Context: an optimization exercise on an open-source flow, tuned for small area. The choices shown serve that exercise and are no tape-out recipe.
At most, simulation tests tie the RTL to the original design; equivalence was not proved.
Function not checked in runs 2 to 6: the RTL went through the layout flow alone.

==> flow/config.mk <==
export PLATFORM = sky130hd
export DESIGN_NAME = npu_ctrl
export DESIGN_NICKNAME = npu_ctrl
export VERILOG_FILES = /design/flow/design.v
export SDC_FILE = /design/flow/constraint.sdc
export NUM_CORES = 4
export LEC_CHECK = 0
export CAP_MARGIN = 20
export CORE_MARGIN = 2
export CORE_UTILIZATION = 40
export SLEW_MARGIN = 20
==> flow/constraint.sdc <==
create_clock -name core_clock -period 20.0 [get_ports {clk}]
set_input_delay 4.0000 -clock core_clock [delete_from_list [all_inputs] [get_ports {clk}]]
set_output_delay 4.0000 -clock core_clock [all_outputs]
set_load 0.01 [all_outputs]
==> flow/design.v <==
module npu_ctrl #(
    parameter int unsigned N     = 4,
    parameter int unsigned KTAPS = 3
) (
    input  logic        clk,
    input  logic        rst_n,
    input  logic        npu_start_matrix_mul,
    input  logic        npu_start_conv,
    output logic        npu_done,
    output logic        busy,
    input  logic [63:0] a_base,
    input  logic [63:0] b_base,
    input  logic [63:0] c_base,
    output logic        mem_req,
    output logic        mem_we,
    output logic [63:0] mem_addr,
    output logic [63:0] mem_wdata,
    input  logic        mem_ready,
    input  logic        mem_rvalid,
    input  logic [63:0] mem_rdata
);
    localparam int unsigned DW   = 64;
    localparam int unsigned MAXD = (N > KTAPS) ? N : KTAPS;
    localparam int unsigned IW   = $clog2(MAXD + 1);
    typedef enum logic [2:0] {
        S_IDLE, S_RD_A, S_WT_A, S_RD_B, S_WT_B, S_WR, S_DONE
    } state_e;
    typedef enum logic {OP_MM, OP_CONV} op_e;
    state_e          state_q, state_d;
    op_e             op_q, op_d;
    logic [IW-1:0]   i_q, i_d, j_q, j_d, k_q, k_d;
    logic [DW-1:0]   acc_q, acc_d, a_reg_q, a_reg_d;
    logic [DW-1:0]   a_base_q, a_base_d, b_base_q, b_base_d, c_base_q, c_base_d;
    logic            req_q, req_d, we_q, we_d, done_q, done_d;
    logic [DW-1:0]   addr_q, addr_d, wdata_q, wdata_d;
    logic [IW-1:0]   k_last, i_adv, j_adv;
    logic [DW-1:0]   a_off, b_off, c_off;
    always_comb begin
        state_d  = state_q;
        op_d     = op_q;
        i_d      = i_q;
        j_d      = j_q;
        k_d      = k_q;
        acc_d    = acc_q;
        a_reg_d  = a_reg_q;
        a_base_d = a_base_q;
        b_base_d = b_base_q;
        c_base_d = c_base_q;
        addr_d   = addr_q;
        wdata_d  = wdata_q;
        i_adv    = i_q;
        j_adv    = j_q;
        k_last   = (op_q == OP_CONV) ? IW'(KTAPS - 1) : IW'(N - 1);
        unique case (state_q)
            S_IDLE: begin
                if (npu_start_matrix_mul || npu_start_conv) begin
                    a_base_d = a_base;
                    b_base_d = b_base;
                    c_base_d = c_base;
                    i_d      = '0;
                    j_d      = '0;
                    k_d      = '0;
                    acc_d    = '0;
                    state_d  = S_RD_A;
                    op_d     = npu_start_matrix_mul ? OP_MM : OP_CONV;
                end
            end
            S_RD_A: if (mem_ready) state_d = S_WT_A;
            S_WT_A: begin
                if (mem_rvalid) begin
                    a_reg_d = mem_rdata;
                    state_d = S_RD_B;
                end
            end
            S_RD_B: if (mem_ready) state_d = S_WT_B;
            S_WT_B: begin
                if (mem_rvalid) begin
                    acc_d = acc_q + DW'(a_reg_q * mem_rdata);
                    if (k_q == k_last) begin
                        state_d = S_WR;
                    end else begin
                        k_d     = k_q + IW'(1);
                        state_d = S_RD_A;
                    end
                end
            end
            S_WR: begin
                if (mem_ready) begin
                    if (op_q == OP_CONV) begin
                        i_adv = i_q + IW'(1);
                    end else if (j_q == IW'(N - 1)) begin
                        j_adv = '0;
                        i_adv = i_q + IW'(1);
                    end else begin
                        j_adv = j_q + IW'(1);
                    end
                    i_d     = i_adv;
                    j_d     = j_adv;
                    k_d     = '0;
                    acc_d   = '0;
                    state_d = (i_adv == IW'(N)) ? S_DONE : S_RD_A;
                end
            end
            S_DONE:  state_d = S_IDLE;
            default: state_d = S_IDLE;
        endcase
        a_off = DW'(i_d) * DW'(N) + DW'(k_d);
        b_off = DW'(k_d) * DW'(N) + DW'(j_d);
        c_off = DW'(i_d) * DW'(N) + DW'(j_d);
        if (op_d == OP_CONV) begin
            a_off = DW'(i_d) + DW'(k_d);
            b_off = DW'(k_d);
            c_off = DW'(i_d);
        end
        req_d  = (state_d == S_RD_A) || (state_d == S_RD_B) || (state_d == S_WR);
        we_d   = (state_d == S_WR);
        done_d = (state_d == S_DONE);
        unique case (state_d)
            S_RD_A:  addr_d = a_base_d + (a_off << 3);
            S_RD_B:  addr_d = b_base_d + (b_off << 3);
            S_WR:    addr_d = c_base_d + (c_off << 3);
            default: addr_d = addr_q;
        endcase
        if (state_d == S_WR) wdata_d = acc_d;
    end
    always_ff @(posedge clk or negedge rst_n) begin
        if (!rst_n) begin
            state_q  <= S_IDLE;
            op_q     <= OP_MM;
            i_q      <= '0;
            j_q      <= '0;
            k_q      <= '0;
            acc_q    <= '0;
            a_reg_q  <= '0;
            a_base_q <= '0;
            b_base_q <= '0;
            c_base_q <= '0;
            req_q    <= 1'b0;
            we_q     <= 1'b0;
            done_q   <= 1'b0;
            addr_q   <= '0;
            wdata_q  <= '0;
        end else begin
            state_q  <= state_d;
            op_q     <= op_d;
            i_q      <= i_d;
            j_q      <= j_d;
            k_q      <= k_d;
            acc_q    <= acc_d;
            a_reg_q  <= a_reg_d;
            a_base_q <= a_base_d;
            b_base_q <= b_base_d;
            c_base_q <= c_base_d;
            req_q    <= req_d;
            we_q     <= we_d;
            done_q   <= done_d;
            addr_q   <= addr_d;
            wdata_q  <= wdata_d;
        end
    end
    assign npu_done  = done_q;
    assign busy      = (state_q != S_IDLE);
    assign mem_req   = req_q;
    assign mem_we    = we_q;
    assign mem_addr  = addr_q;
    assign mem_wdata = wdata_q;
endmodule
==> flow/run.sh <==
#!/bin/bash
# synth_recipe.tcl (not shown) runs the flow's synth.tcl, then flattens the netlist and writes it again
# the make line also repeats each setting of config.mk as NAME=value (left out here)
make -C /OpenROAD-flow-scripts/flow DESIGN_CONFIG=/design/flow/config.mk WORK_HOME=/design/flow/orfs CLKGATE_MAP_FILE= SYNTH_SCRIPT=/design/flow/synth_recipe.tcl finish
==> results of run 1 <==
-- layer usage --
metal  wire [µm]  share of wire (%)
met1      124000                 41
met2      134000                 44
met3       32700                 11
met4       11600                3.8
met5         277              0.091
-- cell usage in the layout (no fill, tap or decap), types with 67 or more instances in the layout --
cell type,n
fa_1,1897
inv_1,1827
nand2_1,1782
and2_1,1033
dfrtp_1,447
clkdlybuf4s50_1,368
ha_1,351
xnor2_1,260
nor2_1,211
a21oi_1,177
o21ai_0,135
buf_4,134
nand3_1,104
xor2_1,96
mux2_2,95
clkbuf_16,67
-- logic make-up (layout without fill, tap and decap cells) --
group,count (synthesis),after routing,synth area share [%]
simple gates,3343,3343,18.1
buf+inv,2409,2479,10.4
fa+ha+maj,2248,2248,48.5
compound gates,583,583,4.18
flops,464,464,13.3
xor+xnor,356,356,3.57
mux,153,153,1.90
other cells,0,18,0
-- how the worst max path moves through the flow --
stage / start / to
detailed placement: mem_rdata[2] / wdata_q[62]
CTS: mem_rdata[2] / wdata_q[62]
global placement: mem_rdata[2] / wdata_q[62]
floorplan: mem_rdata[1] / wdata_q[62]
finish: mem_rdata[2] / wdata_q[62]
global route: mem_rdata[2] / wdata_q[62]
-- through the flow --
stage | hold WS, ns | std cells
2_1_floorplan | 0.441 | 9556
3_3_place_gp | 0.456 | 12400
3_5_place_dp | 0.462 | 12400
4_1_cts | 0.476 | 12500
5_1_grt | 0.485 | 12500
6_report | 0.474 | 12500
-- critical path: cells and delay by family --
kind,cells,cell delay (ns)
AO/OA/AOI/OAI,6,2.24
XOR/XNOR,1,0.17
buffers and inverters,7,1.13
AND/OR/NAND/NOR,5,0.93
adder cells (fa/ha/maj),11,5.47
-- area by class of cell --
| cell class | instances | share of cell area (%) |
|---|---|---|
| multi-input cells | 6683 | 69.5 |
| flip-flops and latches | 464 | 12.1 |
| inverters | 1831 | 7.16 |
| repair buffers | 529 | 5.06 |
| well taps | 2854 | 3.72 |
| clock buffers | 95 | 2.03 |
| clock inverters | 24 | 0.396 |
| diodes | 18 | 0.0469 |
-- sequential cells by signal, summed over array words and instances, names as in the netlist, 3 cells and up --
| name | count |
|---|---|
| b_base_q | 64 |
| wdata_q | 64 |
| a_base_q | 64 |
| addr_q | 64 |
| state_q | 3 |
| c_base_q | 64 |
| j_q | 3 |
| i_q | 3 |
| acc_q | 64 |
| k_q | 3 |
| a_reg_q | 64 |
==> key figures, run 1 <==
Flow run
  • Max-cap violations: 0

Critical path
  • Most frequent cell on the critical path: fa_1
  • Reg-to-reg startpoint: a_reg_q[5]
  • CP Capture Type: flop
  • Slowest stage delay, CP: 0.74 ns
  • Maximum fanout along the worst path: 63
  • Crit Path Category: input pin to flop
  • Crit path arrival time: 14.00 ns
  • Startpoint Class: input pin
  • FF-to-FF setup slack: about 9.6 ns
  • Data required, critical path: between 20 and 25 ns
  • Cells on worst reg2reg path: 31
  • Crit Reg-Reg Endpoint: wdata_q[62]
  • Slowest cell on the critical path: o31ai_1

Yosys
  • EDFF count, synth: 0
  • Count leader, synth: fa_1
  • Dominant cell type by area after synthesis: fa_1
  • Main synth FF type: dfrtp_1
  • Most area-consuming cells after synthesis: fa_1 (43%), dfrtp_1 (13%), inv_1 (7.9%)
  • Yosys reg bits: about 460
  • Synthesized instance count: between 9,000 and 10,000
  • Synth warn: 1
  • Share of the synthesized area in the top cell type: roughly 43%
  • Cell area after synthesis: 87,300 µm²
  • Most frequent cells after synthesis: fa_1 (1,897), inv_1 (1,827), nand2_1 (1,785)
  • Mean area per synthesized cell: around 9 µm²
  • Post-synth ARST share: between 90% and 100%
  • Sequential area share after synthesis: roughly an eighth
  • Unique masters post-synth: 78
  • Syn nets: 12,100

Die
  • Io pins: slightly below 400
  • Initial core utilization: between 40% and 50%
  • DIE HEIGHT: between 400 and 500 µm
  • Core area: approximately 220,000 µm²
  • Row cnt: 171
  • Die Width: ~470 µm
  • Die Area: roughly 220,000 µm²

Layout
  • Area growth, synth to finish: 9.95%
  • Fill count: 21,000
  • Final design utilization: 44.2%
  • Area occupied by multi-input gates: about 67,000 µm²
  • Share of post-route cells with drive strength above 1: under 10%
  • Total Nets Final: roughly 12,000
  • Final instance area: 96,000 µm²
  • Sequential cell area: ~12,000 µm²

Worst hold path
  • Worst hold start: wdata_q[33]
  • Hold path endpoint: wdata_q[33]
  • Worst hold path type: flop to flop
  • Worst hold path depth: 2

Drt
  • Vias: around 66,000
  • Residual DRC: 0
  • Detailed Route WL: just over 300,000 µm
  • First-pass DRT Iterations: 8
  • Initial drt markers: 5,860
  • WL/cell: about 24 µm
  • Via/cell ratio: 5.31
  • Post-route ant nets: 0

CTS
  • CTS H-tree depth: 3
  • CTS Hold Bufs: 0
  • Clock Latency Late Sink: slightly below 0.7 ns
  • Post-CTS setup buffer count: 0
  • Inserted Clock Buffers: 66
  • Clk pin slew, worst setup/hold paths: 0.06 ns
  • CTS sink count: roughly 460
  • Post-CTS sizing: 0
  • Max clock buf depth: 3
  • CTS tree: yes
  • Clock Root Buffer: clkbuf_16

STA
  • Fmax: roughly 74 MHz
  • Final-report hold violation count: 0
  • Worst Slack Setup Final: about 6.5 ns
  • Count of final max-slew check failures: 0
  • Setup TNS: 0 ns
  • Slew @ Worst Pin: 1.17 ns
  • Slew HR: a little over a fifth
  • Unrepaired setup endpoints after global routing: false
  • Fin crit period: between 10 and 15 ns
  • Period utilization: just under 70%
  • Finish-stage setup viols: 0
  • Final Skew: about 0.023 ns

Global route
  • Global-route wire length before repair: 462,000 µm
  • Tot GR Track Use: 27.8%
  • Met2 Use GR: 43.0%
  • Met1 Usage GRT: a little under two fifths
  • Largest net degree at the start of global routing: 109
  • Grt ovf: 0
  • Number of global-route vias before repair: ~70,000
  • Initial antenna violation count: 48
  • GR Util met3: ~7.8%
  • GR peak layer: met2

Placed design
  • Setup Slack @ Placement: between 5 and 6 ns
  • # port buffers: between 300 and 400
  • DP HPWL: approximately 240,000 µm
  • Placed cell area: 93,600 µm²
  • Gpl congestion: 0.943

Run status
  • Run status: finished clean
==> run 2, diff against run 1 <==
==> flow/design.v (replaced) <==
module npu_ctrl #(
    parameter int unsigned N     = 4,
    parameter int unsigned KTAPS = 3
) (
    input  logic        clk,
    input  logic        rst_n,
    input  logic        npu_start_matrix_mul,
    input  logic        npu_start_conv,
    output logic        npu_done,
    output logic        busy,
    input  logic [63:0] a_base,
    input  logic [63:0] b_base,
    input  logic [63:0] c_base,
    output logic        mem_req,
    output logic        mem_we,
    output logic [63:0] mem_addr,
    output logic [63:0] mem_wdata,
    input  logic        mem_ready,
    input  logic        mem_rvalid,
    input  logic [63:0] mem_rdata
);
    localparam logic [1:0] S_IDLE = 2'd0, S_RUN = 2'd1, S_WR = 2'd2;
    logic [1:0]  st_q;
    logic        conv_q;         
    logic [3:0]  e_q;            
    logic [5:0]  t_q;            
    logic [1:0]  k_q;            
    logic        ty_q;           
    logic [1:0]  out_q;          
    logic        bit_q;          
    logic [63:0] acc_q;
    logic [63:0] ab_q, bb_q, cb_q;
    wire run  = (st_q == S_RUN);
    wire wr   = (st_q == S_WR);
    wire idle = (st_q == S_IDLE);
    wire       k_last   = conv_q ? (k_q == 2'd2) : (k_q == 2'd3);
    wire [1:0] k_next   = k_last ? 2'd0 : k_q + 2'd1;
    wire       resp_end = ty_q & k_last & (t_q == 6'd63);
    wire       o        = out_q[0];
    wire       ty_i     = ty_q ^ o;
    wire [1:0] k_i      = (o & ty_q) ? k_next : k_q;
    wire       rd_req   = run & ~out_q[1] & ~(o & resp_end);
    wire [1:0] ei = e_q[3:2];
    wire [1:0] ej = e_q[1:0];
    logic [3:0]  off;
    logic [63:0] base;
    always_comb begin
        if (wr) begin
            base = cb_q;
            off  = conv_q ? {2'b00, ei} : e_q;
        end else if (ty_i) begin
            base = ab_q;
            off  = conv_q ? {2'b00, ei} + {2'b00, k_i} : {ei, k_i};
        end else begin
            base = bb_q;
            off  = conv_q ? {2'b00, k_i} : {k_i, ej};
        end
    end
    assign mem_req   = rd_req | wr;
    assign mem_we    = wr;
    assign mem_addr  = base + {56'd0, off, 3'b000};
    assign mem_wdata = acc_q;
    assign busy      = ~idle;
    wire e_last = (ei == 2'd3) & (conv_q | (ej == 2'd3));
    assign npu_done = wr & mem_ready & e_last;
    wire rsp = run & mem_rvalid;
    wire dbl = rsp & ~ty_q & (k_q == 2'd0);
    wire add = rsp & ty_q & bit_q;
    wire [63:0] addend = ({64{dbl}} & acc_q) | ({64{add}} & mem_rdata);
    always_ff @(posedge clk) begin
        acc_q <= acc_q + addend;
        if (rsp & ~ty_q) bit_q <= mem_rdata[6'd63 - t_q];
        if (idle) begin
            ab_q   <= a_base;
            bb_q   <= b_base;
            cb_q   <= c_base;
            conv_q <= ~npu_start_matrix_mul;
        end
    end
    always_ff @(posedge clk or negedge rst_n) begin
        if (!rst_n) begin
            st_q  <= S_IDLE;
            e_q   <= 4'd0;
            t_q   <= 6'd0;
            k_q   <= 2'd0;
            ty_q  <= 1'b0;
            out_q <= 2'd0;
        end else begin
            out_q <= out_q + {1'b0, rd_req & mem_ready} - {1'b0, rsp};
            if (rsp) begin
                ty_q <= ~ty_q;
                if (ty_q) begin
                    k_q <= k_next;
                    if (k_last) t_q <= t_q + 6'd1;
                end
            end
            unique case (st_q)
                S_IDLE: if (npu_start_matrix_mul || npu_start_conv) st_q <= S_RUN;
                S_RUN:  if (rsp && resp_end) st_q <= S_WR;
                S_WR: begin
                    if (mem_ready) begin
                        e_q  <= e_q + (conv_q ? 4'd4 : 4'd1);
                        st_q <= e_last ? S_IDLE : S_RUN;
                    end
                end
                default: st_q <= S_IDLE;
            endcase
        end
    end
endmodule
==> key figures, run 2 <==
Critical path
  • Crit-path cells: ha_4 > buf_4 > nor2_1 > a21oi_1 > a21oi_1 > a21oi_1 > ha_1 > fa_1 > a21o_1 > a21oi_1 > or3_1 > nor4_2 > buf_4 > nor2b_1 > nor3b_1 > xnor2_1 > clkdlybuf4s50_1
  • Maximum fanout along the worst path: 42 (-33%)
  • Largest delay share family, worst path: simple AND/OR/NAND/NOR gates
  • Slowest cell on the critical path: ha_4
  • Crit. Startpoint: ty_q
  • Startpoint Class: flop
  • Most frequent cell on the critical path: a21oi_1
  • Crit Path Category: flop to output pin
  • Slowest stage delay, CP: 0.67 ns (-0.07 ns)
  • Crit Reg-Reg Endpoint: acc_q[56]
  • FF-to-FF setup slack: 14.83 ns (+5.25 ns)
  • Reg-to-reg startpoint: st_q[1]
  • WP buf/inv: 3 (-4)
  • Crit path capture: mem_addr[59]
  • Data required, critical path: 16.00 ns (-4.51 ns)
  • Crit path arrival time: 6.11 ns (-7.89 ns)
  • CP Capture Type: output pin
  • CP Depth: 17 (-43%)
  • Cells on worst reg2reg path: 17 (-45%)

CTS
  • Clock Latency Late Sink: 0.55 ns (-0.14 ns)
  • CTS tree: yes
  • Clk pin slew, worst setup/hold paths: 0.06 ns (about the same)
  • Post-CTS setup buffer count: 0 (unchanged)
  • CTS Hold Bufs: 0 (unchanged)
  • Max clock buf depth: 3 (unchanged)
  • CTS H-tree depth: 2 (-1)
  • CTS sink count: 275 (-41%)
  • Inserted Clock Buffers: 34 (-48%)
  • Post-CTS sizing: 0 (unchanged)
  • Clock Root Buffer: clkbuf_16

Layout
  • Sequential cell area: 7530 µm² (-35%)
  • Most common cell after layout, fill and taps aside: clkdlybuf4s50_1
  • Share of post-route cells with drive strength above 1: 6.37% (+2.1 points)
  • Area growth, synth to finish: 35.3%
  • Most frequent cells in the layout: clkdlybuf4s50_1 (393), edfxtp_1 (194), a21oi_1 (116)
  • Area occupied by multi-input gates: 7800 µm² (-88%)
  • Non-Filler Instances: 2,375 (-81%)
  • Total Nets Final: 2,168 (-82%)
  • Fill count: 3,365 (-84%)

Drt
  • Vias: 12,900 (-81%)
  • WL/cell: 21.1 µm (-13%)
  • Detailed Route WL: 50,200 µm (-83%)
  • Via/cell ratio: 5.43 (+2.1%)
  • First-pass DRT Iterations: 5 (-3)
  • Residual DRC: 0 (unchanged)
  • Post-route ant nets: 0 (unchanged)
  • Initial drt markers: 709 (-88%)

STA
  • Period utilization: 50.6% (-17 points)
  • Final-report hold violation count: 0 (unchanged)
  • Finish-stage setup viols: 0 (unchanged)
  • Setup TNS: 0 ns (unchanged)
  • Unrepaired setup endpoints after global routing: false
  • Fmax: 98.9 MHz (+33%)
  • Slew HR: 33.2% (+12 points)
  • Count of final max-slew check failures: 0 (unchanged)
  • Slew @ Worst Pin: 1.00 ns (-0.171 ns)
  • Final Skew: 0.0224 ns (-0.00112 ns)
  • Fin crit period: 10.11 ns (-3.37 ns)

Global route
  • Global-route wire length before repair: 75,300 µm (-84%)
  • Initial antenna violation count: 5 (-90%)
  • Largest net degree at the start of global routing: 71 (-35%)
  • Number of global-route vias before repair: 13,100 (-82%)
  • Tot GR Track Use: 23.9% (-3.9 points)
  • Grt ovf: 0 (unchanged)

Yosys
  • Most frequent cells after synthesis: edfxtp_1 (194), a21oi_1 (116), nand2_1 (114)
  • Syn nets: 1,796 (-85%)
  • Unique masters post-synth: 74 (-5.1%)
  • Yosys reg bits: 275 (-41%)
  • Count leader, synth: edfxtp_1
  • EDFF count, synth: 194 (+194)
  • Sequential area share after synthesis: 47.8% (+35 points)
  • Share of the synthesized area in the top cell type: 37.0% (-6.5 points)
  • Mean area per synthesized cell: 10.8 µm² (+19%)
  • Synthesized instance count: 1,454 (-85%)
  • Cell area after synthesis: 15,800 µm² (-82%)
  • Post-synth ARST share: 6.18% (-94 points)
  • Most area-consuming cells after synthesis: edfxtp_1 (37%), dfxtp_1 (8.1%), ha_1 (6.1%)
  • Synth warn: 1 (unchanged)
  • Dominant cell type by area after synthesis: edfxtp_1
  • Main synth FF type: edfxtp_1

Flow run
  • Max-cap violations: 0 (unchanged)

Die
  • Initial core utilization: 40.7% (+0.47 points)
  • Core area: 38,700 µm² (-82%)
  • Row cnt: 72 (-58%)
  • Io pins: 394 (unchanged)
  • Die Width: 202 µm (-57%)
  • Die Area: 41,000 µm² (-82%)
  • DIE HEIGHT: 202 µm (-57%)

Placed design
  • Gpl congestion: 0.885 (-6.1%)
  • Inst Count DP: 2,308 (-81%)
  • DP HPWL: 38,500 µm (-84%)
  • # port buffers: 393 (unchanged)

Run status
  • Run status: finished clean

Worst hold path
  • Worst hold path type: flop to flop
[run 2: cell count changes in the layout (fill, tap and decap cells not counted), sizes merged, moves of 103 or more]
cell    previous run  this run
fa              1897         3
inv             1833        38
nand2           1786       114
and2            1034         5
dfrtp            464        17
ha               351        77
edfxtp             0       194
xnor2            260        82
buf              161         8
nor2             214       111
[run 2: cells by family (layout without fill, tap and decap cells)]
group / count (synthesis) / in the layout / share of synthesized area, %
XOR/XNOR: 127 / 127 / 7.06
buffers and inverters: 101 / 499 / 2.81
AO/OA/AOI/OAI: 379 / 379 / 16.0
other: 0 / 5 / 0
adder cells (fa/ha/maj): 80 / 80 / 6.50
multiplexers: 120 / 120 / 8.50
flip-flops: 275 / 275 / 47.8
AND/OR/NAND/NOR: 372 / 372 / 11.3
[run 2: cell type report]
type / count / share of cell area (%)
clock inverters: 15 / 1.02
multi-input cells: 1078 / 36.6
diodes: 5 / 0.0587
flip-flops and latches: 275 / 35.4
well taps: 518 / 3.04
repair buffers: 401 / 18.7
inverters: 36 / 0.658
clock buffers: 47 / 4.51
[run 2: worst min path at each step]
| stage | slack [ns] | from | cells past startpoint | endpoint |
|---|---|---|---|---|
| after floorplan | 0.44 | out_q[1] | 1 | out_q[1] |
| after global placement | 0.47 | out_q[1] | 1 | out_q[1] |
| after detailed placement | 0.46 | out_q[1] | 1 | out_q[1] |
| after CTS | 0.48 | out_q[1] | 1 | out_q[1] |
| after global routing | 0.50 | out_q[1] | 1 | out_q[1] |
| final | 0.47 | out_q[1] | 1 | out_q[1] |
[run 2: per-layer routing]
| layer | wire (µm) | global-route usage (%) | vias to the layer above |
|---|---|---|---|
| met5 | 28 | 0 | - |
| met1 | 20900 | 30.0 | 6100 |
| met2 | 23600 | 39.4 | 486 |
| li1 | - | - | 6205 |
| met4 | 1640 | 9.65 | 4 |
| met3 | 4010 | 6.15 | 93 |
[run 2: per-stage QoR]
| stage | instance area [µm²] | hold WS (ns) | setup WS (ns) | utilization (%) |
|---|---|---|---|---|
| after CTS | 21300 | 0.477 | 9.76 | 55.0 |
| after detailed placement | 20100 | 0.461 | 10.39 | 51.9 |
| after global placement | 20100 | 0.469 | 10.44 | 51.9 |
| final | 21300 | 0.475 | 9.89 | 55.0 |
| after global routing | 21300 | 0.497 | 9.40 | 55.0 |
| after floorplan | 15800 | 0.441 | 10.65 | - |
[run 2: worst register-to-register path, delay by kind of cell, from the launching register on]
| kind | cells | cell delay (ns) |
|---|---|---|
| buffers and inverters | 3 | 0.84 |
| DFF | 1 | 0.42 |
| adders and majority gates | 2 | 0.59 |
| and+or+nand+nor | 4 | 0.72 |
| xor gates and xnor gates | 1 | 0.16 |
| AOI/OAI and AO/OA | 7 | 2.39 |
==> run 3, diff against run 2 <==
==> flow/flow/run.sh (new file) <==
#!/bin/bash
set -euo pipefail
bash standard.sh \
  "BUFFER_PORTS_ARGS=-buffer_cell sky130_fd_sc_hd__buf_1" \
  "CTS_ARGS=-sink_clustering_enable -repair_clock_nets -dont_use_dummy_load -buf_list sky130_fd_sc_hd__clkbuf_4 sky130_fd_sc_hd__clkbuf_8" \
  finish > standard_flow.log 2>&1
==> flow/standard.sh (new file) <==
#!/bin/bash
# synth_recipe.tcl (not shown) runs the flow's synth.tcl, then flattens the netlist and writes it again
# the make line also repeats each setting of config.mk as NAME=value (left out here)
make -C /OpenROAD-flow-scripts/flow DESIGN_CONFIG=/design/flow/config.mk WORK_HOME=/design/flow/orfs CLKGATE_MAP_FILE= SYNTH_SCRIPT=/design/flow/synth_recipe.tcl "${@:-finish}"
--- a/flow/config.mk
+++ b/flow/config.mk
@@ -5,6 +5,7 @@
 export SDC_FILE = /design/flow/constraint.sdc
 export NUM_CORES = 4
 export LEC_CHECK = 0
+export ABC_AREA = 1
 export CAP_MARGIN = 20
 export CORE_MARGIN = 2
 export CORE_UTILIZATION = 40
removed: flow/run.sh
==> key figures, run 3 <==
Yosys
  • Post-synth ARST share: 6.18% (unchanged)
  • Unique masters post-synth: 46 (-38%)
  • Synth warn: 1 (unchanged)
  • Synthesized instance count: 2,779 (+91%)
  • Share of the synthesized area in the top cell type: 30.2% (-6.8 points)
  • Cell area after synthesis: 19,300 µm² (+22%)
  • Yosys reg bits: 275 (unchanged)
  • Mean area per synthesized cell: 6.94 µm² (-36%)
  • Dominant cell type by area after synthesis: edfxtp_1
  • Sequential area share after synthesis: 39.0% (-8.8 points)
  • Main synth FF type: edfxtp_1
  • Syn nets: 3,121 (+74%)
  • Most frequent cells after synthesis: nand2_1 (1,068), inv_1 (425), nor2_1 (263)
  • Most area-consuming cells after synthesis: edfxtp_1 (30%), nand2_1 (21%), inv_1 (8.3%)
  • EDFF count, synth: 194 (unchanged)
  • Count leader, synth: nand2_1

Die
  • Initial core utilization: 40.5% (-0.17 points)
  • Row cnt: 80 (+11%)
  • Die Width: 224 µm (+10%)
  • Io pins: 394 (unchanged)
  • DIE HEIGHT: 224 µm (+10%)

Run status
  • Tool error: [ERROR STA-0564] clock_tree_synthesis positional arguments not supported.
  • Run status: stopped before the end
  • Stopped at: 4_1_cts

Placed design
  • # port buffers: 393 (unchanged)
  • DP HPWL: 58,500 µm (+52%)
  • Gpl congestion: 1.00 (+13%)
## run 3: cell count changes after synthesis, moves of 27 or more
cell / previous run / this run
nand3_1: 15 / 143
xnor2_1: 82 / 11
a21o_1: 29 / 2
mux2_2: 30 / 0
nand2_1: 114 / 1068
mux2i_1: 82 / 0
nor2_2: 0 / 30
nor2_1: 110 / 263
inv_1: 35 / 425
## run 3: worst max path at each step
| stage | startpoint | endpoint | cells after the start |
|---|---|---|---|
| after floorplan | st_q[1] | busy | 2 |
| after global placement | mem_ready | npu_done | 4 |
| after detailed placement | mem_ready | npu_done | 4 |
## run 3: cell families after synthesis
family                     after synthesis  synth area share [%]
AOI/OAI and AO/OA                      274                  8.68
xor gates and xnor gates                72                  3.27
adders and majority gates               80                  5.30
buffers and inverters                  491                  10.4
DFF                                    275                  39.0
and+or+nand+nor                       1587                  33.4
## run 3: metrics by stage
step	worst slack [ns]	instance area [µm²]	cells
global placement	11.38	21300	3741
detailed placement	11.37	21300	3741
floorplan	6.52	19300	2779
==> run 4, diff against run 3 <==
--- a/flow/design.v
+++ b/flow/design.v
@@ -67,8 +67,15 @@
     wire dbl = rsp & ~ty_q & (k_q == 2'd0);
     wire add = rsp & ty_q & bit_q;
     wire [63:0] addend = ({64{dbl}} & acc_q) | ({64{add}} & mem_rdata);
+    logic [64:0] cy;
+    logic [63:0] sum;
+    assign cy[0] = 1'b0;
+    for (genvar b = 0; b < 64; b++) begin : g_fa
+        assign sum[b]  = acc_q[b] ^ addend[b] ^ cy[b];
+        assign cy[b+1] = (acc_q[b] & addend[b]) | (cy[b] & (acc_q[b] ^ addend[b]));
+    end
     always_ff @(posedge clk) begin
-        acc_q <= acc_q + addend;
+        acc_q <= sum;
         if (rsp & ~ty_q) bit_q <= mem_rdata[6'd63 - t_q];
         if (idle) begin
             ab_q   <= a_base;
==> key figures, run 4 <==
Yosys
  • Main synth FF type: edfxtp_1
  • Synthesized instance count: 1,859 (-33%)
  • Share of the synthesized area in the top cell type: 37.2% (+7.0 points)
  • Dominant cell type by area after synthesis: edfxtp_1
  • EDFF count, synth: 194 (unchanged)
  • Unique masters post-synth: 45 (-2.2%)
  • Synth warn: 1 (unchanged)
  • Sequential area share after synthesis: 48.1% (+9.1 points)
  • Syn nets: 2,200 (-30%)
  • Post-synth ARST share: 6.18% (unchanged)
  • Mean area per synthesized cell: 8.42 µm² (+21%)
  • Count leader, synth: nand2_1
  • Yosys reg bits: 275 (unchanged)
  • Cell area after synthesis: 15,600 µm² (-19%)
  • Most area-consuming cells after synthesis: edfxtp_1 (37%), nand2_1 (13%), inv_1 (9.2%)
  • Most frequent cells after synthesis: nand2_1 (522), inv_1 (383), edfxtp_1 (194)

Die
  • DIE HEIGHT: 202 µm (-9.8%)
  • Initial core utilization: 40.5% (about the same)
  • Row cnt: 72 (-10%)
  • Io pins: 394 (unchanged)
  • Die Width: 202 µm (-9.8%)

Run status
  • Stopped at: 4_1_cts
  • Tool error: [ERROR STA-0564] clock_tree_synthesis positional arguments not supported.
  • Run status: stopped before the end

Placed design
  • DP HPWL: 37,500 µm (-36%)
  • # port buffers: 393 (unchanged)
  • Gpl congestion: 0.913 (-8.9%)
## run 4: cell types whose count changed after synthesis, sizes merged, moves of 14 or more
cell and change:
a22o -48, nor3 -14, nor2 -118, nand3 -37, inv -42, o22ai +21
ha -62, a21oi -57, fa +61, nand2 -551, xor2 -41
## run 4: logic make-up after synthesis
kind of cell               after synthesis  synth area share, %
and+or+nand+nor                        855                 22.9
buffers and inverters                  442                 11.4
DFF                                    275                 48.1
AOI/OAI and AO/OA                      167                 5.91
adders and majority gates               79                 9.39
xor gates and xnor gates                40                 2.24
muxes                                    1               0.0640
## run 4: through the flow
| stage | instances | instance area, µm² | hold slack [ns] | worst slack (ns) | utilization [%] |
|---|---|---|---|---|---|
| after detailed placement | 2765 | 18000 | 0.512 | -7.03 | 46.5 |
| after global placement | 2765 | 18000 | 0.502 | -6.65 | 46.5 |
| after floorplan | 1859 | 15800 | 0.482 | -6.18 | - |
## run 4: how the worst max path moves through the flow
stage                from  slack (ns)        end
2_1_floorplan  mem_rvalid       -6.18  acc_q[62]
3_3_place_gp   mem_rvalid       -6.65  acc_q[62]
3_5_place_dp   mem_rvalid       -7.03  acc_q[62]
==> run 5, diff against run 4 <==
==> flow/flow/run.sh (replaced) <==
#!/bin/bash
set -euo pipefail
bash standard.sh \
  "BUFFER_PORTS_ARGS=-buffer_cell sky130_fd_sc_hd__buf_1" \
  "CTS_ARGS=-sink_clustering_enable -repair_clock_nets -dont_use_dummy_load -buf_list {sky130_fd_sc_hd__clkbuf_4 sky130_fd_sc_hd__clkbuf_8}" \
  finish > standard_flow.log 2>&1
==> key figures, run 5 <==
Run status
  • Run status: complete, but fails checks
  • Failing Checks: setup timing

Layout
  • Area growth, synth to finish: 19.6%
  • Total Nets Final: 2,642
  • Share of post-route cells with drive strength above 1: 10.5%
  • Area occupied by multi-input gates: between 6000 and 7000 µm²
  • Non-Filler Instances: about 2,800
  • Fill count: 3,905
  • Most frequent cells in the layout: nand2_1 (520), buf_1 (391), inv_1 (370)
  • Final design utilization: between 40 and 50%
  • Most common cell after layout, fill and taps aside: nand2_1
  • Sequential cell area: 7530 µm²

CTS
  • Clk pin slew, worst setup/hold paths: ~0.050 ns
  • Max clock buf depth: 3
  • CTS H-tree depth: 2
  • Clock Latency Late Sink: slightly above 0.6 ns
  • Inserted Clock Buffers: 49
  • CTS tree: yes
  • Clock Root Buffer: clkbuf_8
  • CTS sink count: 275

STA
  • Period utilization: 131%
  • Final-report hold violation count: 0
  • Unrepaired setup endpoints after global routing: true
  • Fmax: about 38 MHz
  • Finish-stage setup viols: 19
  • Final Skew: around 0.027 ns
  • Worst Slack Setup Final: -6.25 ns
  • Fin crit period: 26.25 ns
  • Setup TNS: -65.05 ns
  • Slew HR: 32.0%
  • Count of final max-slew check failures: 0
  • Slew @ Worst Pin: roughly 1.0 ns

Placed design
  • # port buffers: 393 (unchanged)
  • Gpl congestion: 0.913 (unchanged)
  • DP HPWL: 37,500 µm (unchanged)
  • Inst Count DP: 2,765 (unchanged)

Drt
  • Initial drt markers: 777
  • First-pass DRT Iterations: 5
  • Via/cell ratio: roughly 4.7
  • Post-route ant nets: 0
  • WL/cell: around 17 µm
  • Residual DRC: 0
  • Detailed Route WL: 48,600 µm
  • Vias: about 13,000

Yosys
  • Unique masters post-synth: 45 (unchanged)
  • Cell area after synthesis: 15,600 µm² (unchanged)
  • Sequential area share after synthesis: 48.1% (unchanged)
  • Post-synth ARST share: 6.18% (unchanged)
  • Mean area per synthesized cell: 8.42 µm² (unchanged)
  • Share of the synthesized area in the top cell type: 37.2% (unchanged)
  • Synthesized instance count: 1,859 (unchanged)
  • Yosys reg bits: 275 (unchanged)
  • Dominant cell type by area after synthesis: edfxtp_1
  • EDFF count, synth: 194 (unchanged)
  • Synth warn: 1 (unchanged)
  • Most frequent cells after synthesis: nand2_1 (522), inv_1 (383), edfxtp_1 (194)
  • Main synth FF type: edfxtp_1
  • Syn nets: 2,200 (unchanged)
  • Most area-consuming cells after synthesis: edfxtp_1 (37%), nand2_1 (13%), inv_1 (9.2%)
  • Count leader, synth: nand2_1

Global route
  • Initial antenna violation count: 7
  • Global-route wire length before repair: 75,400 µm
  • Number of global-route vias before repair: ~13,000
  • Met1 Usage GRT: around 30%
  • GR peak layer: met2
  • Largest net degree at the start of global routing: 85
  • Tot GR Track Use: 24.1%
  • Met2 Use GR: between 40 and 50%
  • Grt ovf: 0
  • GR Util met3: under 10%

Critical path
  • Crit Path Category: input pin to flop
  • Maximum fanout along the worst path: 3
  • CP Capture Type: flop
  • Crit path arrival time: 26.77 ns
  • Slowest cell on the critical path: fa_2
  • FF-to-FF setup slack: -3.33 ns
  • Data required, critical path: 20.52 ns
  • Crit Reg-Reg Endpoint: acc_q[62]
  • Slowest stage delay, CP: between 0.5 and 0.6 ns
  • WP buf/inv: 5
  • Most frequent cell on the critical path: fa_2
  • Cells on worst reg2reg path: slightly above 70
  • Crit. Startpoint: mem_rvalid
  • Startpoint Class: input pin
  • Largest delay share family, worst path: adder cells
  • Reg-to-reg startpoint: st_q[1]

Die
  • Core area: approximately 39,000 µm²
  • Initial core utilization: 40.5% (unchanged)
  • Io pins: 394 (unchanged)
  • Die Area: between 40,000 and 50,000 µm²
  • Die Width: 202 µm (unchanged)
  • Row cnt: 72 (unchanged)
  • DIE HEIGHT: 202 µm (unchanged)

Worst hold path
  • Worst hold path type: flop to flop
  • Worst hold path depth: 1
  • Worst hold start: t_q[3]
  • Hold path endpoint: t_q[3]

Flow run
  • Max-cap violations: 0
==> run 5: worst max-delay path by stage <==
stage	depth (start not counted)	slack (ns)	to
CTS	71	-6.19	acc_q[62]
floorplan	71	-6.18	acc_q[62]
detailed placement	71	-7.03	acc_q[62]
finish	71	-6.25	acc_q[62]
global placement	71	-6.65	acc_q[62]
global route	71	-6.72	acc_q[62]
==> run 5: through the flow <==
stage               area, µm²  setup WS, ns  hold WS [ns]
finish                  18700         -6.25         0.523
global route            18700         -6.72         0.543
CTS                     18700         -6.19         0.521
detailed placement      18000         -7.03         0.512
global placement        18000         -6.65         0.502
floorplan               15800         -6.18         0.482
==> run 5: what timing repair did <==
action,4_1_cts,5_1_grt
buffers inserted,2,1
pin swaps,1,0
endpoints found under the setup margin,20,20
hold buffers,0,0
hold endpoints to repair,0,0
resized for setup,8,9
==> run 5: kinds of logic (layout without fill, tap and decap cells) <==
group           after synthesis  in the layout  synth area share, %
compound gates              167            167                 5.91
xor+xnor                     40             40                 2.24
fa+ha+maj                    79             79                 9.39
buf+inv                     442            882                 11.4
flops                       275            275                 48.1
mux                           1              1               0.0640
other cells                   0              6                    0
simple gates                855            855                 22.9
==> run 5: cell type report <==
type                            instances  share of cell area [%]
Sequential cell                       275                    40.2
Multi-Input combinational cell       1142                    34.8
Timing Repair Buffer                  438                    9.75
Inverter                              395                    8.00
Clock buffer                           49                    3.60
Tap cell                              518                    3.46
Antenna cell                            6                  0.0802
==> run 5: per-layer routing <==
| metal | vias to the layer above | share of wire (%) | routed length (µm) |
|---|---|---|---|
| li1 | 6622 | - | - |
| met1 | 6250 | 42 | 20300 |
| met2 | 430 | 49 | 23800 |
| met3 | 65 | 6.8 | 3310 |
| met4 | 2 | 2.3 | 1100 |
| met5 | - | 0.027 | 13 |
==> run 6, diff against run 5 <==
--- a/flow/design.v
+++ b/flow/design.v
@@ -67,15 +67,8 @@
     wire dbl = rsp & ~ty_q & (k_q == 2'd0);
     wire add = rsp & ty_q & bit_q;
     wire [63:0] addend = ({64{dbl}} & acc_q) | ({64{add}} & mem_rdata);
-    logic [64:0] cy;
-    logic [63:0] sum;
-    assign cy[0] = 1'b0;
-    for (genvar b = 0; b < 64; b++) begin : g_fa
-        assign sum[b]  = acc_q[b] ^ addend[b] ^ cy[b];
-        assign cy[b+1] = (acc_q[b] & addend[b]) | (cy[b] & (acc_q[b] ^ addend[b]));
-    end
     always_ff @(posedge clk) begin
-        acc_q <= sum;
+        acc_q <= acc_q + addend;
         if (rsp & ~ty_q) bit_q <= mem_rdata[6'd63 - t_q];
         if (idle) begin
             ab_q   <= a_base;
==> key figures, run 6 <==
Worst hold path
  • Worst hold path type: flop to flop

Yosys
  • Sequential area share after synthesis: 39.0% (-9.1 points)
  • Syn nets: 3,121 (+42%)
  • Main synth FF type: edfxtp_1
  • Yosys reg bits: 275 (unchanged)
  • Synthesized instance count: 2,779 (+49%)
  • Synth warn: 1 (unchanged)
  • Mean area per synthesized cell: 6.94 µm² (-17%)
  • Most frequent cells after synthesis: nand2_1 (1,068), inv_1 (425), nor2_1 (263)
  • Count leader, synth: nand2_1
  • Post-synth ARST share: 6.18% (unchanged)
  • Cell area after synthesis: 19,300 µm² (+23%)
  • Most area-consuming cells after synthesis: edfxtp_1 (30%), nand2_1 (21%), inv_1 (8.3%)
  • Share of the synthesized area in the top cell type: 30.2% (-7.0 points)
  • EDFF count, synth: 194 (unchanged)
  • Dominant cell type by area after synthesis: edfxtp_1
  • Unique masters post-synth: 46 (+2.2%)

Flow run
  • Max-cap violations: 0 (unchanged)

CTS
  • Clk pin slew, worst setup/hold paths: 0.06 ns (about the same)
  • CTS sink count: 275 (unchanged)
  • Inserted Clock Buffers: 52 (+6.1%)
  • Clock Root Buffer: clkbuf_8
  • Post-CTS setup buffer count: 0 (-2)
  • CTS tree: yes
  • Clock Latency Late Sink: 0.62 ns (about the same)
  • CTS Hold Bufs: 0 (unchanged)
  • CTS H-tree depth: 2 (unchanged)
  • Post-CTS sizing: 0 (-8)
  • Max clock buf depth: 3 (unchanged)

Critical path
  • Maximum fanout along the worst path: 71 (+68)
  • Crit Path Category: flop to output pin
  • Slowest cell on the critical path: inv_4
  • Crit path arrival time: 5.19 ns (-21.58 ns)
  • Slowest stage delay, CP: 0.71 ns (+0.18 ns)
  • Startpoint Class: flop
  • CP Capture Type: output pin
  • Crit-path cells: nand2_4 > inv_4 > nor2_1 > inv_1 > a21oi_1 > a221oi_1 > ha_1 > fa_1 > nand3_1 > nand2_1 > nand3_2 > nor2_4 > nand2_1 > nor2_2 > nand3b_1 > nand2_1 > buf_1
  • Most frequent cell on the critical path: nand2_1
  • Data required, critical path: 16.00 ns (-4.52 ns)

Placed design
  • # port buffers: 393 (unchanged)
  • DP HPWL: 58,500 µm (+56%)
  • Setup Slack @ Placement: 11.37 ns (+18.40 ns)
  • Gpl congestion: 1.00 (+9.8%)
  • Inst Count DP: 3,741 (+35%)

Drt
  • Vias: 19,500 (+46%)
  • First-pass DRT Iterations: 5 (unchanged)
  • WL/cell: 19.2 µm (+12%)
  • Residual DRC: 0 (unchanged)
  • Post-route ant nets: 0 (unchanged)
  • Initial drt markers: 1,600 (+110%)
  • Via/cell ratio: 5.14 (+8.5%)
  • Detailed Route WL: 73,000 µm (+50%)

Global route
  • Largest net degree at the start of global routing: 182 (+110%)
  • Global-route wire length before repair: 109,000 µm (+45%)
  • Number of global-route vias before repair: 19,100 (+43%)
  • Grt ovf: 0 (unchanged)
  • Tot GR Track Use: 28.8% (+4.7 points)
  • Initial antenna violation count: 4 (-3)

Run status
  • Run status: finished clean

Layout
  • Total Nets Final: 3,522 (+33%)
  • Non-Filler Instances: 3,797 (+35%)
  • Area growth, synth to finish: 14.0%
  • Share of post-route cells with drive strength above 1: 4.12% (-6.4 points)
  • Most frequent cells in the layout: nand2_1 (1,068), inv_1 (425), buf_1 (392)
  • Most common cell after layout, fill and taps aside: nand2_1

STA
  • Slew HR: 21.4% (-11 points)
  • Fin crit period: 9.19 ns (-17.06 ns)
  • Final Skew: 0.0318 ns (+0.00449 ns)
  • Finish-stage setup viols: 0 (-19)
  • Setup TNS: 0 ns (+65.05 ns)
  • Count of final max-slew check failures: 0 (unchanged)
  • Final-report hold violation count: 0 (unchanged)
  • Worst Slack Setup Final: 10.81 ns (+17.06 ns)
  • Slew @ Worst Pin: 1.18 ns (+0.159 ns)
  • Unrepaired setup endpoints after global routing: false
  • Fmax: 109 MHz (+190%)
  • Hold WS: 0.518 ns (-0.00428 ns)
  • Period utilization: 46.0% (-85 points)

Die
  • Io pins: 394 (unchanged)
  • Core area: 47,600 µm² (+23%)
  • Die Width: 224 µm (+11%)
  • DIE HEIGHT: 224 µm (+11%)
  • Die Area: 50,000 µm² (+23%)
  • Initial core utilization: 40.5% (about the same)
  • Row cnt: 80 (+11%)
run 6: through the flow:
| step | cell area (µm²) | utilization (%) |
|---|---|---|
| 2_1_floorplan | 19300 | - |
| 3_3_place_gp | 21300 | 44.6 |
| 3_5_place_dp | 21300 | 44.6 |
| 4_1_cts | 22000 | 46.1 |
| 5_1_grt | 22000 | 46.2 |
| 6_report | 22000 | 46.2 |
run 6: path summary, 6_finish.rpt:
| path | cells past startpoint | from | to | slack [ns] |
|---|---|---|---|---|
| min reg2reg | 1 | acc_q[0] | acc_q[0] | 0.52 |
| max in group asynchronous | 1 | rst_n | t_q[5] | 16.33 |
| min in group asynchronous | 1 | rst_n | e_q[2] | 3.32 |
| max reg2reg | 23 | st_q[1] | acc_q[56] | 15.09 |
| min | 1 | acc_q[0] | acc_q[0] | 0.52 |
| max | 17 | st_q[1] | mem_addr[47] | 10.81 |
run 6: area by class of cell:
cell class                 instances  area, µm²
fill                            4976      25600
multi-input combinational       2013       9780
sequential                       275       7530
inverter                         438       1650
timing repair buffer             400       1540
tap                              615        769
clock buffer                      52        716
antenna                            4       10.0
run 6: logic make-up after synthesis:
logic type,Yosys count,synth area share (%)
AOI/OAI and AO/OA,274,8.68
adders and majority gates,80,5.30
xor gates and xnor gates,72,3.27
and+or+nand+nor,1587,33.4
DFF,275,39.0
buffers and inverters,491,10.4
run 6: per-layer routing:
metal  up-vias  GRT usage [%]  wire [µm]
met2       762           49.3      34400
met4         0           10.9       2920
met5         -              0          0
met1      9021           36.2      30400
met3       147           5.25       5310
li1       9572              -          -
run 6: critical path: cells and delay by family (launching register included):
| family | cells | cell delay [ns] |
|---|---|---|
| compound gates | 2 | 0.37 |
| simple gates | 10 | 2.13 |
| flops | 1 | 0.45 |
| buf+inv | 3 | 1.09 |
| fa+ha+maj | 2 | 0.48 |
==> run 7, diff against run 6 <==
--- a/flow/design.v
+++ b/flow/design.v
@@ -19,7 +19,7 @@
     input  logic        mem_rvalid,
     input  logic [63:0] mem_rdata
 );
-    localparam logic [1:0] S_IDLE = 2'd0, S_RUN = 2'd1, S_WR = 2'd2;
+    localparam logic [1:0] S_IDLE = 2'd0, S_RUN = 2'd1, S_WR = 2'd2, S_FIX = 2'd3;
     logic [1:0]  st_q;
     logic        conv_q;         
     logic [3:0]  e_q;            
@@ -29,6 +29,7 @@
     logic [1:0]  out_q;          
     logic        bit_q;          
     logic [63:0] acc_q;
+    logic        cy_q;           
     logic [63:0] ab_q, bb_q, cb_q;
     wire run  = (st_q == S_RUN);
     wire wr   = (st_q == S_WR);
@@ -66,9 +67,18 @@
     wire rsp = run & mem_rvalid;
     wire dbl = rsp & ~ty_q & (k_q == 2'd0);
     wire add = rsp & ty_q & bit_q;
-    wire [63:0] addend = ({64{dbl}} & acc_q) | ({64{add}} & mem_rdata);
+    wire [63:0] addend = {64{add}} & mem_rdata;
+    logic [64:0] cy;
+    logic [63:0] sum;
+    for (genvar b = 0; b < 64; b++) begin : g_fa
+        wire cin = (b == 0) ? 1'b0 : (b == 32) ? cy_q : cy[b];
+        assign sum[b]  = acc_q[b] ^ addend[b] ^ cin;
+        assign cy[b+1] = (acc_q[b] & addend[b]) | (cin & (acc_q[b] ^ addend[b]));
+    end
+    assign cy[0] = 1'b0;
     always_ff @(posedge clk) begin
-        acc_q <= acc_q + addend;
+        acc_q <= dbl ? {sum[62:0], 1'b0} : sum;
+        cy_q  <= cy[32];
         if (rsp & ~ty_q) bit_q <= mem_rdata[6'd63 - t_q];
         if (idle) begin
             ab_q   <= a_base;
@@ -96,7 +106,8 @@
             end
             unique case (st_q)
                 S_IDLE: if (npu_start_matrix_mul || npu_start_conv) st_q <= S_RUN;
-                S_RUN:  if (rsp && resp_end) st_q <= S_WR;
+                S_RUN:  if (rsp && resp_end) st_q <= S_FIX;
+                S_FIX:  st_q <= S_WR;
                 S_WR: begin
                     if (mem_ready) begin
                         e_q  <= e_q + (conv_q ? 4'd4 : 4'd1);
==> flow/flow/run.sh (replaced) <==
#!/bin/bash
set -euo pipefail
bash standard.sh \
  "BUFFER_PORTS_ARGS=-buffer_cell sky130_fd_sc_hd__buf_1" \
  "CTS_ARGS=-sink_clustering_enable -repair_clock_nets -dont_use_dummy_load -sink_clustering_size 18 -sink_clustering_max_diameter 80 -buf_list {sky130_fd_sc_hd__clkbuf_4 sky130_fd_sc_hd__clkbuf_8}" \
  finish > standard_flow.log 2>&1
--- a/flow/config.mk
+++ b/flow/config.mk
@@ -5,7 +5,6 @@
 export SDC_FILE = /design/flow/constraint.sdc
 export NUM_CORES = 4
 export LEC_CHECK = 0
-export ABC_AREA = 1
 export CAP_MARGIN = 20
 export CORE_MARGIN = 2
 export CORE_UTILIZATION = 40
==> key figures, run 7 <==
Run status
  • Run status: finished clean

Critical path
  • Crit Path Category: input pin to flop
  • Crit path arrival time: 17.37 ns (+12.18 ns)
  • Largest delay share family, worst path: adder cells
  • Startpoint Class: input pin
  • Slowest cell on the critical path: fa_1
  • CP Capture Type: flop
  • Slowest stage delay, CP: 0.42 ns (-0.29 ns)
  • Data required, critical path: 20.47 ns (+4.47 ns)
  • Most frequent cell on the critical path: fa_1
  • WP buf/inv: 8 (+5)
  • Maximum fanout along the worst path: 64 (-9.9%)

Yosys
  • Post-synth ARST share: 6.16% (-0.022 points)
  • Unique masters post-synth: 61 (+33%)
  • Count leader, synth: edfxtp_1
  • Most area-consuming cells after synthesis: edfxtp_1 (41%), dfxtp_1 (9.2%), fa_1 (9.1%)
  • Dominant cell type by area after synthesis: edfxtp_1
  • Synth warn: 1 (unchanged)
  • Sequential area share after synthesis: 53.4% (+14 points)
  • Cell area after synthesis: 14,100 µm² (-27%)
  • Most frequent cells after synthesis: edfxtp_1 (194), mux2_2 (84), nand2_1 (68)
  • Syn nets: 1,356 (-57%)
  • Yosys reg bits: 276 (+0.36%)
  • Mean area per synthesized cell: 14.0 µm² (+100%)
  • Share of the synthesized area in the top cell type: 41.2% (+11 points)
  • Synthesized instance count: 1,010 (-64%)
  • Main synth FF type: edfxtp_1
  • EDFF count, synth: 194 (unchanged)

CTS
  • Post-CTS sizing: 0 (unchanged)
  • CTS H-tree depth: 1 (-1)
  • CTS sink count: 276 (+0.36%)
  • CTS tree: yes
  • Clock Root Buffer: clkbuf_8
  • Max clock buf depth: 3 (unchanged)
  • Inserted Clock Buffers: 20 (-62%)
  • Clock Latency Late Sink: 0.57 ns (-0.05 ns)
  • CTS Hold Bufs: 0 (unchanged)
  • Post-CTS setup buffer count: 0 (unchanged)
  • Clk pin slew, worst setup/hold paths: 0.12 ns (+0.06 ns)

Drt
  • Detailed Route WL: 36,300 µm (-50%)
  • Via/cell ratio: 5.00 (-2.7%)
  • Residual DRC: 0 (unchanged)
  • First-pass DRT Iterations: 5 (unchanged)
  • Vias: 9,243 (-53%)
  • WL/cell: 19.6 µm (+2.2%)
  • Post-route ant nets: 0 (unchanged)
  • Initial drt markers: 459 (-71%)

Placed design
  • DP HPWL: 27,600 µm (-53%)
  • Gpl congestion: 0.841 (-16%)
  • # port buffers: 393 (unchanged)

Layout
  • Sequential cell area: 7550 µm² (+0.27%)
  • Share of post-route cells with drive strength above 1: 11.5% (+7.4 points)
  • Fill count: 3,261 (-34%)
  • Most common cell after layout, fill and taps aside: buf_1
  • Area growth, synth to finish: 15.3%
  • Area occupied by multi-input gates: 6230 µm² (-36%)
  • Most frequent cells in the layout: buf_1 (392), edfxtp_1 (194), mux2_2 (84)
  • Total Nets Final: 1,738 (-51%)

Global route
  • Largest net degree at the start of global routing: 80 (-56%)
  • Initial antenna violation count: 7 (+3)
  • Tot GR Track Use: 19.1% (-9.7 points)
  • Grt ovf: 0 (unchanged)
  • Global-route wire length before repair: 53,900 µm (-51%)
  • Number of global-route vias before repair: 9,508 (-50%)

STA
  • Final Skew: 0.0664 ns (+0.0346 ns)
  • Final-report hold violation count: 0 (unchanged)
  • Count of final max-slew check failures: 0 (unchanged)
  • Fin crit period: 16.90 ns (+7.71 ns)
  • Slew HR: 31.2% (+9.8 points)
  • Slew @ Worst Pin: 1.03 ns (-0.147 ns)
  • Finish-stage setup viols: 0 (unchanged)
  • Fmax: 59.2 MHz (-46%)
  • Period utilization: 84.5% (+39 points)
  • Setup TNS: 0 ns (unchanged)
  • Unrepaired setup endpoints after global routing: false

Flow run
  • Max-cap violations: 0 (unchanged)

Worst hold path
  • Worst hold path type: flop to flop

Die
  • Die Area: 36,900 µm² (-26%)
  • Core area: 34,700 µm² (-27%)
  • Io pins: 394 (unchanged)
  • Die Width: 192 µm (-14%)
  • Row cnt: 68 (-15%)
  • DIE HEIGHT: 192 µm (-14%)
  • Initial core utilization: 40.8% (+0.26 points)
==> run 7: path summary, 6_finish.rpt <==
path	cells past startpoint	slack [ns]	end	startpoint
hold / removal	1	0.48	out_q[1]	out_q[1]
setup reg to reg	45	5.79	acc_q[31]	st_q[1]
setup / recovery	44	3.10	acc_q[31]	mem_rvalid
max in group asynchronous	1	16.24	k_q[0]	rst_n
min in group asynchronous	1	3.36	t_q[4]	rst_n
hold reg to reg	1	0.48	out_q[1]	out_q[1]
==> run 7: kinds of logic (layout without fill, tap and decap cells) <==
logic type / count (synthesis) / in the layout / synth area share, %
compound gates: 66 / 66 / 2.66
xor+xnor: 72 / 72 / 4.46
fa+ha+maj: 84 / 84 / 10.8
buf+inv: 76 / 456 / 2.81
flops: 276 / 276 / 53.4
mux: 184 / 184 / 15.7
other cells: 0 / 4 / 0
simple gates: 252 / 252 / 10.2
==> run 7: through the flow <==
stage	cells	hold WS [ns]	cell area, µm²	utilization [%]	setup WS [ns]
finish	1849	0.482	16300	47.0	3.10
global route	1848	0.516	16300	47.0	2.58
CTS	1845	0.487	16300	46.9	3.19
detailed placement	1825	0.470	16000	46.2	2.71
global placement	1825	0.466	16000	46.2	2.79
floorplan	1010	0.446	14100	-	3.30
==> run 7: worst reg2reg max path, delay by kind of cell, from the launching register on <==
family / cells / cell delay [ns]
buffers and inverters: 8 / 0.79
AO/OA/AOI/OAI: 1 / 0.13
adder cells (fa/ha/maj): 33 / 12.22
flip-flops: 1 / 0.39
AND/OR/NAND/NOR: 3 / 0.58
==> run 7: area by class of cell <==
type / count / share of cell area (%)
diodes: 4 / 0.0614
flip-flops and latches: 276 / 46.3
multi-input cells: 658 / 38.2
well taps: 455 / 3.49
clock buffers: 20 / 1.69
repair buffers: 402 / 9.47
inverters: 34 / 0.783
==> run 7: layer usage <==
metal,vias to the layer above,wire [µm],track usage [%]
li1,4381,-,-
met1,4498,15000,24.4
met2,307,17400,32.4
met3,51,3120,4.93
met4,6,789,5.11
met5,-,36,0
==> run 8, diff against run 7 <==
==> flow/flow/run.sh (replaced) <==
#!/bin/bash
set -euo pipefail
bash standard.sh \
  "BUFFER_PORTS_ARGS=-buffer_cell sky130_fd_sc_hd__buf_1" \
  "CTS_ARGS=-sink_clustering_enable -repair_clock_nets -dont_use_dummy_load -sink_clustering_size 28 -sink_clustering_max_diameter 120 -buf_list {sky130_fd_sc_hd__clkbuf_16}" \
  finish > standard_flow.log 2>&1
==> key figures, run 8 <==
Yosys
  • Simple-Gate Fraction of Synth Area: 10.2% (unchanged)
  • Most area-consuming cells after synthesis: edfxtp_1 (41%), dfxtp_1 (9.2%), fa_1 (9.1%)
  • Post-synthesis mux area share: 15.7% (unchanged)
  • Mean area per synthesized cell: 14.0 µm² (unchanged)
  • EDFF count, synth: 194 (unchanged)
  • Sequential area share after synthesis: 53.4% (unchanged)
  • Cell area after synthesis: 14,100 µm² (unchanged)
  • Synth warn: 1 (unchanged)
  • Post-synth ARST share: 6.16% (unchanged)
  • Share of the synthesized area in the top cell type: 41.2% (unchanged)
  • Post-Synth XOR/XNOR Area: 4.46% (unchanged)
  • Post-Synth Adder-Cell Area: 10.8% (unchanged)
  • Largest family of logic cells by synthesized area: multiplexers
  • Syn nets: 1,356 (unchanged)
  • Compound-gate portion of the synthesized area: 2.66% (unchanged)
  • Unique masters post-synth: 61 (unchanged)
  • Yosys reg bits: 276 (unchanged)
  • Count leader, synth: edfxtp_1
  • Dominant cell type by area after synthesis: edfxtp_1
  • Main synth FF type: edfxtp_1
  • Synthesized instance count: 1,010 (unchanged)
  • Most frequent cells after synthesis: edfxtp_1 (194), mux2_2 (84), nand2_1 (68)

Drt
  • First-pass DRT Iterations: 4 (-1)
  • WL/cell: 19.6 µm (-0.22%)
  • Via/cell ratio: 5.00 (about the same)
  • Residual DRC: 0 (unchanged)
  • Post-route ant nets: 0 (unchanged)
  • Detailed Route WL: 36,100 µm (-0.60%)
  • Initial drt markers: 447 (-2.6%)
  • Vias: 9,202 (-0.44%)

Critical path
  • CP Capture Type: flop
  • Reg-to-reg startpoint: st_q[1]
  • Slowest cell on the critical path: fa_1
  • Maximum fanout along the worst path: 64 (unchanged)
  • Data required, critical path: 20.43 ns (-0.04 ns)
  • Slowest stage delay, CP: 0.43 ns (about the same)
  • Startpoint Class: input pin
  • Most frequent cell on the critical path: fa_1
  • Crit Path Category: input pin to flop
  • Crit path arrival time: 17.37 ns (about the same)
  • Crit. Startpoint: mem_rvalid
  • Cells on worst reg2reg path: 45 (unchanged)

Global route
  • Tot GR Track Use: 19.0% (-0.11 points)
  • Global-route wire length before repair: 53,600 µm (-0.49%)
  • Number of global-route vias before repair: 9,438 (-0.74%)
  • Grt ovf: 0 (unchanged)
  • Largest net degree at the start of global routing: 80 (unchanged)
  • Initial antenna violation count: 7 (unchanged)

Die
  • Core area: 34,700 µm² (unchanged)
  • Die Width: 192 µm (unchanged)
  • Io pins: 394 (unchanged)
  • Row cnt: 68 (unchanged)
  • Die Area: 36,900 µm² (unchanged)
  • DIE HEIGHT: 192 µm (unchanged)
  • Initial core utilization: 40.8% (unchanged)

STA
  • Finish-stage setup viols: 0 (unchanged)
  • Period utilization: 84.7% (+0.21 points)
  • Final Skew: 0.0124 ns (-0.0539 ns)
  • Slew HR: 31.4% (+0.20 points)
  • Fin crit period: 16.94 ns (+0.0411 ns)
  • Unrepaired setup endpoints after global routing: false
  • Fmax: 59.0 MHz (-0.24%)
  • Count of final max-slew check failures: 0 (unchanged)
  • Hold WS: 0.481 ns (-0.000451 ns)
  • Final-report hold violation count: 0 (unchanged)
  • Setup TNS: 0 ns (unchanged)
  • Slew @ Worst Pin: 1.03 ns (-0.00305 ns)

CTS
  • Clk pin slew, worst setup/hold paths: 0.11 ns (about the same)
  • Clock Root Buffer: clkbuf_16
  • Inserted Clock Buffers: 13 (-35%)
  • Clock Latency Late Sink: 0.51 ns (-0.06 ns)
  • Max clock buf depth: 3 (unchanged)
  • CTS sink count: 276 (unchanged)
  • Post-CTS setup buffer count: 0 (unchanged)
  • CTS Hold Bufs: 0 (unchanged)
  • Post-CTS sizing: 0 (unchanged)
  • CTS tree: yes
  • CTS H-tree depth: 1 (unchanged)

Placed design
  • DP HPWL: 27,600 µm (unchanged)
  • Gpl congestion: 0.841 (unchanged)
  • Inst Count DP: 1,825 (unchanged)
  • # port buffers: 393 (unchanged)
  • Placed cell area: 16,000 µm² (unchanged)

Layout
  • Fill count: 3,246 (-0.46%)
  • Area growth, synth to finish: 15.6%
  • Most common cell after layout, fill and taps aside: buf_1
  • Share of post-route cells with drive strength above 1: 11.1% (-0.45 points)
  • Final instance area: 16,400 µm² (+0.31%)
  • Area occupied by multi-input gates: 6230 µm² (unchanged)
  • Total Nets Final: 1,731 (-0.40%)
  • Most frequent cells in the layout: buf_1 (392), edfxtp_1 (194), mux2_2 (84)
  • Sequential cell area: 7550 µm² (unchanged)
  • Non-Filler Instances: 1,842 (-0.38%)

Worst hold path
  • Worst hold start: out_q[1]
  • Worst hold path type: flop to flop
  • Worst hold path depth: 1 (unchanged)

Flow run
  • Max-cap violations: 0 (unchanged)

Run status
  • Run status: finished clean
==> run 8: changes by cell type in the layout (fill, tap and decap cells not counted) <==
cell | previous run | this run
clkbuf_16 | 0 | 13
clkbuf_8 | 20 | 0
==> run 8: area by class of cell <==
cell class | count | area share [%]
timing repair buffer | 402 | 9.44
inverter | 34 | 0.780
multi-input combinational | 658 | 38.1
tap | 455 | 3.48
clock buffer | 13 | 1.99
antenna | 4 | 0.0612
sequential | 276 | 46.2
==> run 8: kinds of logic (layout without fill, tap and decap cells) <==
logic type               count (synthesis)  after routing
AO/OA/AOI/OAI                           66             66
AND/OR/NAND/NOR                        252            252
XOR/XNOR                                72             72
buffers and inverters                   76            449
adder cells (fa/ha/maj)                 84             84
flip-flops                             276            276
multiplexers                           184            184
other                                    0              4
==> run 8: worst paths after layout <==
kind	endpoint	slack, ns
worst max-delay path	acc_q[31]	3.06
worst min-delay path	out_q[1]	0.48
worst max register to register	acc_q[31]	5.80
worst min register to register	out_q[1]	0.48
max in group asynchronous	k_q[0]	16.22
min in group asynchronous	t_q[3]	3.44
==> run 8: worst max-delay path: cells and delay by family <==
family	cells	cell delay, ns
adders and majority gates	32	11.92
buffers and inverters	8	0.74
and+or+nand+nor	3	0.51
AOI/OAI and AO/OA	1	0.13
==> run 8: metrics by stage <==
step | setup slack [ns] | utilization (%)
final | 3.06 | 47.1
after global routing | 2.52 | 47.1
after CTS | 3.13 | 47.1
after detailed placement | 2.71 | 46.2
after global placement | 2.79 | 46.2
after floorplan | 3.30 | -
==> run 8: per-layer routing <==
layer | GRT usage (%) | vias up | part of all wire [%]
met5 | 0 | - | 0.11
met3 | 4.82 | 46 | 8.8
met4 | 4.70 | 6 | 1.8
li1 | - | 4369 | -
met1 | 24.4 | 4464 | 41
met2 | 32.3 | 317 | 48

[separate check: timing with driven ports]
Ports are ideal in the flow. The routed layouts listed here were re-timed in OpenROAD. Step 1, drivers: a clkbuf_16 drives clk and a buf_2 each remaining input, both assumed. Step 2 moves the port delays by t, midway between the first and last clock arrival at a register: inputs arrive t later, outputs are due t later. That takes back most of the time a late clock gives input paths. a / b / c = ideal ports / drivers / drivers and shift; a / b = the first two.
run	shift t [ns]	setup WS [ns]	hold WS [ns]
run 1	0.764	6.516 / 6.567 / 5.804	0.474 / 0.474 / 0.474
run 2	0.592	9.888 / 9.834 / 10.421	0.475 / 0.475 / 0.475
run 5	0.647	-6.249 / -6.249 / -6.895	0.523 / 0.523 / 0.523
run 6	0.665	10.807 / 10.749 / 11.333	0.518 / 0.518 / 0.518
run 7	0.585	3.100 / 3.106 / 2.521	0.482 / 0.482 / 0.482
run 8	0.546	3.059 / 3.071 / 2.525	0.481 / 0.481 / 0.481
The setup slack of run 1, which loses most, moves by +0.051 ns with the drivers and by -0.712 ns with both steps.
